Source: an optimization exercise on an open RTL-to-GDS flow (aim: small area, a short achievable clock period and few clock cycles). Production flows keep margins and buffers that such runs may drop.
In this exercise RTL edits were held to simulation tests only and were not proved equivalent to the original.

==> flow/design.v (outline; a module is shown in full before it is edited, if it fits) <==
// module pse_ram: 20 lines
// module pse_mul_tree: 3239 lines
// module pse_booth_enc: 55 lines
// module postfix_stack_evaluator_core: 396 lines
module postfix_stack_evaluator_core #(
  parameter int STACK_DEPTH = pse_pkg::STACK_DEPTH_DEF
) (
  input  logic                          clk,
  input  logic                          rst,
  input  logic                          s_tvalid,
  output logic                          s_tready,
  input  logic [pse_pkg::S_DATA_W-1:0]  s_tdata,    
  input  logic                          s_tlast,    
  output logic                          m_tvalid,
  input  logic                          m_tready,
  output logic [pse_pkg::M_DATA_W-1:0]  m_tdata,    
  output logic                          m_tlast     
);
  // ...
==> flow/run.sh <==
#!/bin/bash
# synth_recipe.tcl (not shown) runs the flow's synth.tcl, then flattens the netlist and writes it again
# the make line also repeats each setting of config.mk as NAME=value (left out here)
make -C /OpenROAD-flow-scripts/flow DESIGN_CONFIG=/design/flow/config.mk WORK_HOME=/design/flow/orfs CLKGATE_MAP_FILE= SYNTH_SCRIPT=/design/flow/synth_recipe.tcl finish
==> flow/config.mk <==
export PLATFORM = sky130hd
export DESIGN_NAME = postfix_stack_evaluator_core
export DESIGN_NICKNAME = postfix_stack_evaluator_core
export VERILOG_FILES = /design/flow/design.v
export SDC_FILE = /design/flow/constraint.sdc
export NUM_CORES = 4
export LEC_CHECK = 0
export CAP_MARGIN = 20
export CORE_MARGIN = 2
export CORE_UTILIZATION = 55
export CTS_BUF_LIST = sky130_fd_sc_hd__clkbuf_8
export SETUP_SLACK_MARGIN = 2.6
export SLEW_MARGIN = 20
export SYNTH_MEMORY_MAX_BITS = 8192
==> flow/constraint.sdc <==
create_clock -name core_clock -period 7.0 [get_ports {clk}]
set_input_delay 1.4000 -clock core_clock [delete_from_list [all_inputs] [get_ports {clk}]]
set_output_delay 1.4000 -clock core_clock [all_outputs]
set_load 0.01 [all_outputs]
==> flow_summary.ini, run 1 <==
[clocking]
post_cts_buffers = 313
holdBufCountCts = 0
cts_sinks = 4666
cts_max_level = 6
numCtsBuffers = 742

[synth]
synth_top_family_by_area = multiplexers
synth_edf_count = 4363
yosys_warnings = 4
ys_seq_elements = 4666
synth_simple_gate_area_frac = 0.0384
synth_top_area_cell = edfxtp_1
synth_flop_cell = edfxtp_1

[finish]
layout_commonest_cell = edfxtp_1
layout_common_cells = edfxtp_1, mux4_2, inv_1, clkbuf_8, buf_4
seq_area_frac = 0.530
seq_area_sq_um = 137000
seq_cells = 4666
drive_above_1_share = 0.275

[setup_path]
max_stage_delay_ps = 500
cp_slowest_cell = or4_4

[floorplanning]
tapCellCount = 5428

[timing]
finalCritPeriodShare = 0.677
max_clock_freq_mhz = 211
timing.final.ws_setup_ps = 2260

[detailed_routing]
wl_met1_microns = 270000
routed-wl-met3_microns = 66000
dr.max_layer_used = met5
viasPerCell = 6.57

[place]
dpl_cell_area_sq_um = 234000

[global_routing]
use_met3 = 0.0658
grt_overflow = 0
use_met2 = 0.557
grt_busiest_layer = met2

[min_path]
min_path_cells = 2

[status]
status = complete, no violations
Testbench counts, summed over its fixed seeds: cycles 19,624.
==> run 2, diff against run 1 <==
--- a/flow/config.mk
+++ b/flow/config.mk
@@ -14 +14,2 @@
 export SYNTH_MEMORY_MAX_BITS = 8192
+export TNS_END_PERCENT = 30
==> run 2 against run 1 <==
The layout now fails its checks (antenna violations). Synthesized cell count unchanged. Die area unchanged. Flip-flop and latch count stayed put. Critical path depth unchanged. Setup slack lost 94 ps. Count of clock-buffer cells in the layout fell by 10. Final cell count decreased by 0.25%.
==> flow_summary.ini, run 2 <==
[finish]
area_growth_pct = 15.4
drive_above_1_share = 0.271
final_area_sq_um = 258000
finalNonFillerCells = 21013
layout_common_cells = edfxtp_1, mux4_2, inv_1, clkbuf_8, buf_4
fin_nets = 15949
largest_reg_flops = 4032
layout_commonest_cell = edfxtp_1
reg_top3 = u_stack.mem (4032), mc (63), ms (63)
regMostFlops = u_stack.mem

[timing]
tightest_slew_ps = 1190
max_clock_freq_mhz = 207
slew_headroom = 0.206
timing.hold.ws_ps = 530
fin_skew_ps = 108
hold_violations = 0
period_needed_ps = 4830
finalCritPeriodShare = 0.690
slew_viol_final = 0
rsz0062_at_grt = true
finalSetupViolations = 0
totalNegativeSetupSlack_ps = 0

[synth]
synth_area_leaders = edfxtp_1, mux4_2, fa_1
synth_cell_types = 107
avgSynthCellArea_sq_um = 16.1
yosysMostFrequentCell = edfxtp_1
ys_top_cells_by_count = edfxtp_1, mux4_2, inv_1
synth_top_area_cell = edfxtp_1
syn_inst = 13929
synthArstFlopShare = 0
synth_flop_cell = edfxtp_1
synth_top_area_frac = 0.585
syn-cell-area_sq_um = 224000
ys_seq_elements = 4666
yosys_warnings = 4
synth_edf_count = 4363
seq_area_frac_synth = 0.613

[floorplanning]
initial_core_util = 0.551
io_pins = 80
dieHeight_microns = 642
die_area_sq_um = 412000
die_x_microns = 642
core_sq_um = 406000
rows = 234

[detailed_routing]
viasPerCell = 6.64
drtPass1Iterations = 7
wl_per_cell_microns = 34.6
drt-total-wl_microns = 727000
drc = 0
ant_nets = 1
drt-initial-drc-count = 18185
vias = 139466

[setup_path]
crit_arrival_ps = 5860
worstSetupStartpointType = flop
cp_slowest_cell = edfxtp_1
r2r_start = tcmd[1]
path_cells = buf_12 -> xor2_2 -> inv_1 -> fa_2 -> nand2b_4 -> a21o_4 -> a211oi_4 -> nor4_2 -> o21a_1 -> or4_4 -> a31oi_4 -> buf_6 -> o21ai_4 -> buf_6 -> maj3_2 -> o211a_1 -> o31a_1 -> and2_4 -> a211oi_2
crit_top_cell = buf_6
worst-path-buf-inv = 4
crit_type = reg -> reg
max_stage_delay_ps = 500
critical_path.startpoint = tcmd[1]
cp.required_ps = 8030
critPathTopFamily = compound AO/OA/AOI/OAI gates
crit_path_end_kind = flop
crit_fanout = 7

[global_routing]
grt_use_total = 0.346
antenna_found_initial = 47
grt_pass1_vias = 137955
grt_overflow = 0
grt_pass1_wl_microns = 1010000
grt_start_max_net_pins = 143

[min_path]
hp-start = d_r[0]
hold_path_class = reg -> reg

[clocking]
clk_pin_slew_ps = 60
cts_sinks = 4666
clockRootBuffer = clkbuf_8
tritoncts = built
numCtsBuffers = 742
clk_path_buf_depth = 4
cts_max_level = 6
clkLatencyLatePin_ps = 1260

[place]
port_buffers = 69
dp.cells = 19135
dpl_cell_area_sq_um = 234000
gp_congestion = 0.951
dp_hpwl_microns = 439000

[job]
maxCapViolCount = 0

[status]
so_faults = antenna violations
status = complete, but fails checks
## run 2: cell types whose count changed in the layout (fill, tap and decap cells not counted), sizes merged, moves of 2 or more
cell      before   now
inv         1011  1024
clkinvlp      28    16
o2111ai       12    14
clkinv       274   290
bufinv        16     8
bufbuf        20    16
clkbuf       786   782
nor2         592   594
buf         1043   991
diode         48    43
## run 2: through the flow
step                      utilization  setup slack [ps]
final                           0.637              2170
after global routing            0.636              2110
after global placement          0.577               706
after detailed placement        0.577               665
after CTS                       0.626              2270
after floorplan                     -              2260
## run 2: worst paths after layout
kind,to,slack [ps],cells past startpoint
setup reg to reg,hd[24],2170,19
hold reg to reg,d_r[3],530,2
setup / recovery,hd[24],2170,19
hold / removal,d_r[3],530,2
## run 2: timing repair
| action | in CTS | in global routing |
|---|---|---|
| gates resized for setup | 667 | 438 |
| setup endpoints to repair | 4213 | 672 |
| pin swaps | 193 | 210 |
| hold buffers | 0 | 0 |
| buffers inserted | 276 | 176 |
| cloned | 29 | 21 |
## run 2: cell type report
type                    count  area [sq um]
multi-input cells        7680         86000
well taps                5428          6790
clock buffers             762         10500
flip-flops and latches   4666        137000
diodes                     43           108
repair buffers           1096         11800
inverters                 772          2940
fillers                 29415        147000
clock inverters           566          2850
## run 2: tightest hold or removal path, delay by kind of cell, from the launching register on
family	cells	cell delay, ps
and+or+nand+nor	1	40
DFF	1	320
AOI/OAI and AO/OA	1	60
## run 2: kinds of logic after synthesis
kind of cell,Yosys count,synth area share
AOI/OAI and AO/OA,2359,0.0722
xor gates and xnor gates,984,0.0385
adders and majority gates,968,0.0688
buffers and inverters,1593,0.0273
DFF,4666,0.613
muxes,1523,0.142
other,1,0.0000168
and+or+nand+nor,1835,0.0384
## run 2: metal layers
layer  vias to the layer above  global-route usage  wire length [microns]  part of all wire
li1                      56815                   -                      -                 -
met1                     72592               0.489                 287000              0.39
met2                      8442               0.518                 327000              0.45
met3                      1603              0.0827                  78800              0.11
met4                        14               0.145                  34500             0.047
met5                         -                   0                    193           0.00027
==> run 3, diff against run 2 <==
--- a/flow/config.mk
+++ b/flow/config.mk
@@ -10,3 +10,5 @@
 export CORE_UTILIZATION = 55
-export CTS_BUF_LIST = sky130_fd_sc_hd__clkbuf_8
+export CTS_BUF_LIST = sky130_fd_sc_hd__clkbuf_16
+export CTS_CLUSTER_DIAMETER = 60
+export CTS_CLUSTER_SIZE = 20
 export SETUP_SLACK_MARGIN = 2.6
@@ -14,2 +16 @@
 export SYNTH_MEMORY_MAX_BITS = 8192
-export TNS_END_PERCENT = 30
==> run 3 against run 2 <==
Utilization rose by 0.14 points. Global-route usage fell by 0.55 points. Final area rose by 0.22%. Wire length fell by 1.2%. The run now finishes clean. Worst hold slack improved by 6.3 ps.
==> flow_summary.ini, run 3 <==
[finish]
finalNonFillerCells = 20399
layout_commonest_cell = edfxtp_1
regMostFlops = u_stack.mem
layout_common_cells = edfxtp_1, mux4_2, inv_1, buf_4, xnor2_1
drive_above_1_share = 0.273
fillers = 28836
multiInputGateArea_sq_um = 86200
area_growth_pct = 15.7
fin_nets = 15631
largest_reg_flops = 4032
reg_top3 = u_stack.mem (4032), mc (63), ms (63)
seq_area_sq_um = 137000

[clocking]
cts_max_level = 5
holdBufCountCts = 0
clockRootBuffer = clkbuf_16
clk_pin_slew_ps = 80
cts_sinks = 4666
clkLatencyLatePin_ps = 1030
numCtsBuffers = 379
clk_path_buf_depth = 4
tritoncts = built

[setup_path]
cp.required_ps = 7700
cp_slowest_cell = edfxtp_1
worstSetupStartpointType = flop
r2r_slack_ps = 2230
crit_path_end_kind = flop
crit_type = reg -> reg
max_stage_delay_ps = 390
crit_fanout = 4
crit_arrival_ps = 5470
path_cells = buf_6 -> clkinvlp_4 -> buf_6 -> ha_4 -> inv_2 -> fa_2 -> a21oi_4 -> o221a_4 -> a211o_1 -> a211o_1 -> nand3b_1 -> a211o_1 -> a311oi_2 -> o22a_2 -> buf_6 -> or3_4 -> nor3_2 -> a2111o_1 -> a2111oi_4 -> buf_4 -> a31oi_1

[timing]
tightest_slew_ps = 1330
finalCritPeriodShare = 0.681
totalNegativeSetupSlack_ps = 0
timing.final.ws_setup_ps = 2230
period_needed_ps = 4770
rsz0062_at_grt = true
slew_viol_final = 0
max_clock_freq_mhz = 210
fin_skew_ps = 80.9
slew_headroom = 0.116
hold_violations = 0
finalSetupViolations = 0

[floorplanning]
io_pins = 80
die_area_sq_um = 412000
core_sq_um = 406000
die_x_microns = 642
initial_core_util = 0.551
dieHeight_microns = 642
rows = 234

[detailed_routing]
ant_nets = 0
drt-initial-drc-count = 16516
viasPerCell = 6.69
drtPass1Iterations = 6
drt-total-wl_microns = 718000
wl_per_cell_microns = 35.2
vias = 136370
drc = 0

[global_routing]
grt_start_max_net_pins = 111
grt_use_total = 0.340
grt_pass1_vias = 135133
antenna_found_initial = 39
grt_overflow = 0
grt_pass1_wl_microns = 1000000

[place]
gp_congestion = 0.960
dp.cells = 19145
place_ws_ps = 1040
dp_hpwl_microns = 435000
port_buffers = 69

[synth]
synth_area_leaders = edfxtp_1, mux4_2, fa_1
synth_top_area_cell = edfxtp_1
synth_edf_count = 4363
synth_cell_types = 107
synthAdderAreaFrac = 0.0688
syn-cell-area_sq_um = 224000
synthXorXnorAreaFrac = 0.0385
synth_top_family_by_area = multiplexers
yosys_warnings = 4
synth_flop_cell = edfxtp_1
syn_inst = 13929
ys_top_cells_by_count = edfxtp_1, mux4_2, inv_1
avgSynthCellArea_sq_um = 16.1
synth_simple_gate_area_frac = 0.0384
yosysMostFrequentCell = edfxtp_1
synth_top_area_frac = 0.585
synth_compound_area_frac = 0.0722
synth.area.mux_share = 0.142
seq_area_frac_synth = 0.613
ys_seq_elements = 4666
synthArstFlopShare = 0

[job]
maxCapViolCount = 0

[min_path]
hold_path_class = reg -> reg

[status]
status = complete, no violations
==> run 3: cell counts after synthesis <==
No cell type changed its count.
==> run 3: logic make-up (layout without fill, tap and decap cells) <==
logic type | count (synthesis) | count (layout)
flip-flops | 4666 | 4666
AO/OA/AOI/OAI | 2359 | 2360
AND/OR/NAND/NOR | 1835 | 1836
buffers and inverters | 1593 | 2599
multiplexers | 1523 | 1523
XOR/XNOR | 984 | 984
adder cells (fa/ha/maj) | 968 | 968
other | 1 | 35
==> run 3: repair_timing <==
item / 4_1_cts / 5_1_grt
pin swaps: 213 / 252
setup endpoints to repair: 2853 / 1649
buffers inserted: 322 / 171
resized for setup: 746 / 515
gates cloned: 31 / 18
==> run 3: layout make-up <==
type / instances / area share
diodes: 30 / 0.000290
clock buffers: 386 / 0.0373
clock inverters: 296 / 0.0124
inverters: 772 / 0.0116
multi-input cells: 7676 / 0.333
flip-flops and latches: 4666 / 0.530
well taps: 5428 / 0.0262
repair buffers: 1145 / 0.0489
==> run 3: worst max-delay path: cells and delay by family, from the launching register on <==
kind | cells | cell delay [ps]
AOI/OAI and AO/OA | 10 | 2470
buffers and inverters | 6 | 640
adders and majority gates | 2 | 510
and+or+nand+nor | 3 | 450
DFF | 1 | 390
==> run 3: per-layer routing <==
| layer | vias to the layer above | global-route usage | share of wire |
|---|---|---|---|
| li1 | 55992 | - | - |
| met1 | 71764 | 0.450 | 0.38 |
| met2 | 7076 | 0.557 | 0.49 |
| met3 | 1522 | 0.0585 | 0.084 |
| met4 | 16 | 0.151 | 0.053 |
| met5 | - | 0 | 0.00020 |
==> run 3: worst paths after layout <==
| check | startpoint | endpoint | cells past startpoint |
|---|---|---|---|
| worst max-delay path | d_r[3] | d_r[9] | 21 |
| worst max register to register | d_r[3] | d_r[9] | 21 |
| worst min register to register | rp[1] | flop | 2 |
| worst min-delay path | rp[1] | flop | 2 |
==> run 3: metrics by stage <==
step	utilization	hold WS, ps	area, sq um
2_1_floorplan	-	343	225000
3_3_place_gp	0.578	503	234000
3_5_place_dp	0.578	514	234000
4_1_cts	0.627	524	255000
5_1_grt	0.638	562	259000
6_report	0.638	537	259000
==> run 4, diff against run 3 <==
--- a/flow/config.mk
+++ b/flow/config.mk
@@ -9,7 +9,5 @@
 export CORE_MARGIN = 2
-export CORE_UTILIZATION = 55
-export CTS_BUF_LIST = sky130_fd_sc_hd__clkbuf_16
-export CTS_CLUSTER_DIAMETER = 60
-export CTS_CLUSTER_SIZE = 20
-export SETUP_SLACK_MARGIN = 2.6
+export CORE_UTILIZATION = 58
+export CTS_BUF_LIST = sky130_fd_sc_hd__clkbuf_8
+export SETUP_SLACK_MARGIN = 2.4
 export SLEW_MARGIN = 20
==> run 4 against run 3 <==
Via count up 1.4%. Synthesized area unchanged. Flip-flop and latch count unchanged. First-iteration DRC count up 9.9%. Register-to-register slack better by 50 ps. Worst hold slack better by 0.72 ps. Clock skew up 41 ps. Highest routed layer unchanged. Sequential share of layout area up 1.0 points. Maximum frequency up 1.2%. Die area down 5.1%.
==> flow_summary.ini, run 4 <==
[clocking]
clockRootBuffer = clkbuf_8
clk_pin_slew_ps = 70
holdBufCountCts = 0
clkLatencyLatePin_ps = 1300
numCtsBuffers = 736
cts_sinks = 4666
cts_max_level = 6
tritoncts = built
clk_path_buf_depth = 4

[global_routing]
use_met3 = 0.0727
grt_use_total = 0.354
grt_start_max_net_pins = 156
use_met2 = 0.558
grt_overflow = 0
grt_busiest_layer = met2
met1_usage = 0.478
antenna_found_initial = 37
grt_pass1_wl_microns = 986000
grt_pass1_vias = 137650

[synth]
yosysMostFrequentCell = edfxtp_1
seq_area_frac_synth = 0.613
synth_simple_gate_area_frac = 0.0384
avgSynthCellArea_sq_um = 16.1
synth_cell_types = 107
syn-cell-area_sq_um = 224000
synth_top_area_cell = edfxtp_1
synthAdderAreaFrac = 0.0688
ys_top_cells_by_count = edfxtp_1, mux4_2, inv_1
syn_inst = 13929
synth_top_family_by_area = multiplexers
synthArstFlopShare = 0
synthXorXnorAreaFrac = 0.0385
synth_edf_count = 4363
ys_seq_elements = 4666
synth_compound_area_frac = 0.0722
synth.area.mux_share = 0.142
synth_top_area_frac = 0.585
yosys_warnings = 4
synth_flop_cell = edfxtp_1
synth_area_leaders = edfxtp_1, mux4_2, fa_1

[finish]
layout_common_cells = edfxtp_1, mux4_2, inv_1, clkbuf_8, buf_4
fin_nets = 15806
fillers = 26980
final_area_sq_um = 254000
post-route-util = 0.660
drive_above_1_share = 0.247
area_growth_pct = 13.5
seq_area_sq_um = 137000
largest_reg_flops = 4032
reg_top3 = u_stack.mem (4032), mc (63), ms (63)
multiInputGateArea_sq_um = 84000
finalNonFillerCells = 20474
regMostFlops = u_stack.mem
layout_commonest_cell = edfxtp_1

[timing]
totalNegativeSetupSlack_ps = 0
slew_headroom = 0.228
finalSetupViolations = 0
max_clock_freq_mhz = 212
period_needed_ps = 4720
finalCritPeriodShare = 0.674
tightest_slew_ps = 1150
timing.hold.ws_ps = 537
slew_viol_final = 0
fin_skew_ps = 122
timing.final.ws_setup_ps = 2280
rsz0062_at_grt = true
hold_violations = 0

[detailed_routing]
ant_nets = 0
drt-total-wl_microns = 702000
drc = 0
vias = 138298
wl_per_cell_microns = 34.3
drtPass1Iterations = 9
drt-initial-drc-count = 18143
viasPerCell = 6.75

[place]
port_buffers = 69
dp_hpwl_microns = 416000
dpl_cell_area_sq_um = 233000
place_ws_ps = 762
dp.cells = 18755
gp_congestion = 0.964

[job]
maxCapViolCount = 0

[setup_path]
critical_path.startpoint = d_r[3]
r2r_start = d_r[3]
cp.required_ps = 7920
crit_fanout = 6
crit_arrival_ps = 5640
worstSetupStartpointType = flop
crit_type = reg -> reg
crit_path_end_kind = flop

[floorplanning]
die_x_microns = 625
rows = 228
die_area_sq_um = 391000
initial_core_util = 0.582
io_pins = 80
core_sq_um = 385000
dieHeight_microns = 625

[min_path]
hold_path_class = reg -> reg
hp-start = rp[3]

[status]
status = complete, no violations
[run 4: cell count changes in the layout (fill, tap and decap cells not counted), moves of 57 or more]
cell       before  now
buf_12        136   77
inv_1         748  996
inv_6          78    9
clkinv_1       21  174
buf_4         720  662
a22oi_2        70   13
clkbuf_16     403   13
a22oi_1       482  539
clkbuf_8        1  758
[run 4: routing by layer]
metal | share of wire | wire length (microns)
met1 | 0.37 | 263000
met2 | 0.47 | 329000
met3 | 0.10 | 71500
met5 | 0.00011 | 80
met4 | 0.055 | 38800
[run 4: critical path, cell delays in order, from the launching register on]
cell and delay (ps):
edfxtp_1 450, inv_2 80, ha_1 220, inv_1 80, fa_2 230, a211oi_1 80, o21bai_1 300, a41oi_2 180
buf_6 160, o32a_1 430, a31oi_4 300, a41oi_2 190, a21o_4 260, o211ai_1 210, buf_6 250, nor3_1 90
a2111o_1 430, a2111oi_4 250, buf_4 170, a31oi_1 70
[run 4: repair_timing]
action | CTS | global route
gates cloned | 34 | 15
pin swaps | 93 | 113
setup endpoints to repair | 4159 | 1691
setup buffers | 202 | 128
gates resized for setup | 371 | 342
[run 4: cells by family (layout without fill, tap and decap cells)]
kind of cell	count (synthesis)	in the layout
DFF	4666	4666
AOI/OAI and AO/OA	2359	2360
and+or+nand+nor	1835	1845
buffers and inverters	1593	3042
muxes	1523	1523
xor gates and xnor gates	984	984
adders and majority gates	968	968
other	1	26
[run 4: final timing paths]
path,to,slack [ps],depth (start not counted)
worst min register to register,flop,540,2
worst max register to register,d_r[9],2280,19
worst max-delay path,d_r[9],2280,19
worst min-delay path,flop,540,2
[run 4: area by class of cell]
class	instances	share of cell area
Sequential cell	4666	0.540
Tap cell	5060	0.0249
Clock inverter	559	0.0121
Antenna cell	21	0.000207
Multi-Input combinational cell	7685	0.331
Timing Repair Buffer	954	0.0389
Inverter	772	0.0117
Clock buffer	757	0.0410
==> run 5, diff against run 4 <==
--- a/flow/config.mk
+++ b/flow/config.mk
@@ -9,3 +9,3 @@
 export CORE_MARGIN = 2
-export CORE_UTILIZATION = 58
+export CORE_UTILIZATION = 60
 export CTS_BUF_LIST = sky130_fd_sc_hd__clkbuf_8
==> run 5 against run 4 <==
Still clean. Clock skew decreased by 45 ps. Non-clock buffer count increased by 49. Critical path depth increased by 1. Count of clock-buffer cells in the layout increased by 1.
==> flow_summary.ini, run 5 <==
[floorplanning]
core_sq_um = 372000
io_pins = 80
dieHeight_microns = 615
die_area_sq_um = 378000
die_x_microns = 615
rows = 224
initial_core_util = 0.602

[finish]
largest_reg_flops = 4032
fin_nets = 15854
regMostFlops = u_stack.mem
drive_above_1_share = 0.254
layout_commonest_cell = edfxtp_1
fillers = 24892
reg_top3 = u_stack.mem (4032), mc (63), ms (63)
area_growth_pct = 14.0
layout_common_cells = edfxtp_1, mux4_2, inv_1, clkbuf_8, buf_4
finalNonFillerCells = 20439

[setup_path]
worstSetupStartpointType = flop
crit_path_end_kind = flop
crit_arrival_ps = 5910
cp.required_ps = 8050
crit_type = reg -> reg
crit_fanout = 4

[timing]
timing.hold.ws_ps = 539
totalNegativeSetupSlack_ps = 0
slew_viol_final = 0
rsz0062_at_grt = true
slew_headroom = 0.227
max_clock_freq_mhz = 206
fin_skew_ps = 76.8
finalSetupViolations = 0
period_needed_ps = 4870
hold_violations = 0
tightest_slew_ps = 1160
finalCritPeriodShare = 0.695

[synth]
synth_top_area_cell = edfxtp_1
yosysMostFrequentCell = edfxtp_1
syn_inst = 13929
synthArstFlopShare = 0
seq_area_frac_synth = 0.613
synth_cell_types = 107
syn-cell-area_sq_um = 224000
avgSynthCellArea_sq_um = 16.1
yosys_warnings = 4
synth_top_area_frac = 0.585
synth_edf_count = 4363
synth_area_leaders = edfxtp_1, mux4_2, fa_1
ys_seq_elements = 4666
synth_flop_cell = edfxtp_1
ys_top_cells_by_count = edfxtp_1, mux4_2, inv_1

[status]
status = complete, no violations

[clocking]
clk_path_buf_depth = 4
clockRootBuffer = clkbuf_8
numCtsBuffers = 736
clkLatencyLatePin_ps = 1300
cts_max_level = 6
tritoncts = built
clk_pin_slew_ps = 60
cts_sinks = 4666

[global_routing]
grt_start_max_net_pins = 131
grt_overflow = 0
grt_pass1_vias = 137407
grt_pass1_wl_microns = 974000
antenna_found_initial = 30
grt_use_total = 0.360

[detailed_routing]
drt-total-wl_microns = 693000
viasPerCell = 6.78
vias = 138556
drc = 0
drt-initial-drc-count = 17717
drtPass1Iterations = 6
wl_per_cell_microns = 33.9
ant_nets = 0

[place]
dp_hpwl_microns = 419000
gp_congestion = 0.949
dp.cells = 18653
port_buffers = 69

[job]
maxCapViolCount = 0

[min_path]
hold_path_class = reg -> reg
[run 5: per-stage QoR]
step | area, sq um | worst slack [ps] | utilization
finish | 255000 | 2130 | 0.686
global route | 255000 | 2060 | 0.686
global placement | 233000 | 1100 | 0.627
floorplan | 224000 | 2260 | -
detailed placement | 233000 | 1110 | 0.627
CTS | 251000 | 2210 | 0.675
[run 5: logic make-up after synthesis]
logic type      share of synthesized area
simple gates                       0.0384
xor+xnor                           0.0385
compound gates                     0.0722
flops                               0.613
buf+inv                            0.0273
other cells                     0.0000168
mux                                 0.142
fa+ha+maj                          0.0688
[run 5: final timing paths]
kind / from / to / slack [ps] / depth (start not counted)
worst max-delay path: tcmd[1] / tos[24] / 2130 / 20
worst min-delay path: rp[6] / flop / 540 / 2
worst max register to register: tcmd[1] / tos[24] / 2130 / 20
worst min register to register: rp[6] / flop / 540 / 2
[run 5: area by class of cell]
cell class | instances | area, sq um | share of cell area
diodes | 15 | 37.5 | 0.000147
clock buffers | 758 | 10400 | 0.0409
clock inverters | 569 | 3300 | 0.0129
inverters | 772 | 2960 | 0.0116
multi-input cells | 7683 | 84400 | 0.331
flip-flops and latches | 4666 | 137000 | 0.538
well taps | 4972 | 6220 | 0.0244
repair buffers | 1003 | 10500 | 0.0411
repair inverters | 1 | 5.00 | 0.0000196
[run 5: worst max-delay path: stages (launching register included)]
cell and delay, ps:
edfxtp_1 410, buf_12 160, buf_6 120, buf_8 110, buf_12 130, xor2_4 180, ha_4 320, nand2b_4 50
a21o_1 190, a211oi_4 400, nor4_2 80, o21a_1 210, or4_4 500, a31oi_4 270, o21ai_4 120, buf_4 180
maj3_2 320, o211a_1 220, o31a_1 300, and2_4 170, a211oi_2 200
[run 5: timing repair]
action	in CTS	in global routing
hold buffers	0	0
pin swaps	99	209
gates resized for setup	385	427
cloned	20	21
setup endpoints to repair	327	1533
setup buffers	173	226
[run 5: per-layer routing]
metal / vias up / global-route usage / part of all wire
met5: - / 0.00278 / 0.00033
met2: 8517 / 0.572 / 0.47
met3: 1757 / 0.0710 / 0.10
met4: 16 / 0.156 / 0.050
met1: 71665 / 0.488 / 0.37
li1: 56601 / - / -

separate check: timing with driven ports:
No port has a modelled driver above. Below, the same layouts with a new extraction and two added sets of constraints. Step 1: set_driving_cell puts a clkbuf_16 on clk and a buf_2 on each other input, an assumption about the parent block. Step 2 moves the port delays by t, midway between the first and last clock arrival at a register: inputs arrive t later, outputs are due t later. That takes back most of the time a late clock gives input paths. Slacks: ideal / step 1 / step 2; pairs: ideal / step 1.
| run | t, ns | setup slack, ns | worst data-port slew with drivers (ns) |
|---|---|---|---|
| run 1 | 1.373 | 2.260 / 2.260 / 1.516 | 0.28 |
| run 2 | 1.317 | 2.167 / 2.167 / 1.454 | 0.06 |
| run 3 | 1.117 | 2.230 / 2.230 / 1.747 | 0.28 |
| run 4 | 1.337 | 2.285 / 2.285 / 1.387 | 0.05 |
| run 5 | 1.361 | 2.134 / 2.134 / 1.502 | 0.05 |
For run 4, which loses most, drivers alone change the setup slack by 0.000 ns; drivers and shift together by -0.898 ns.
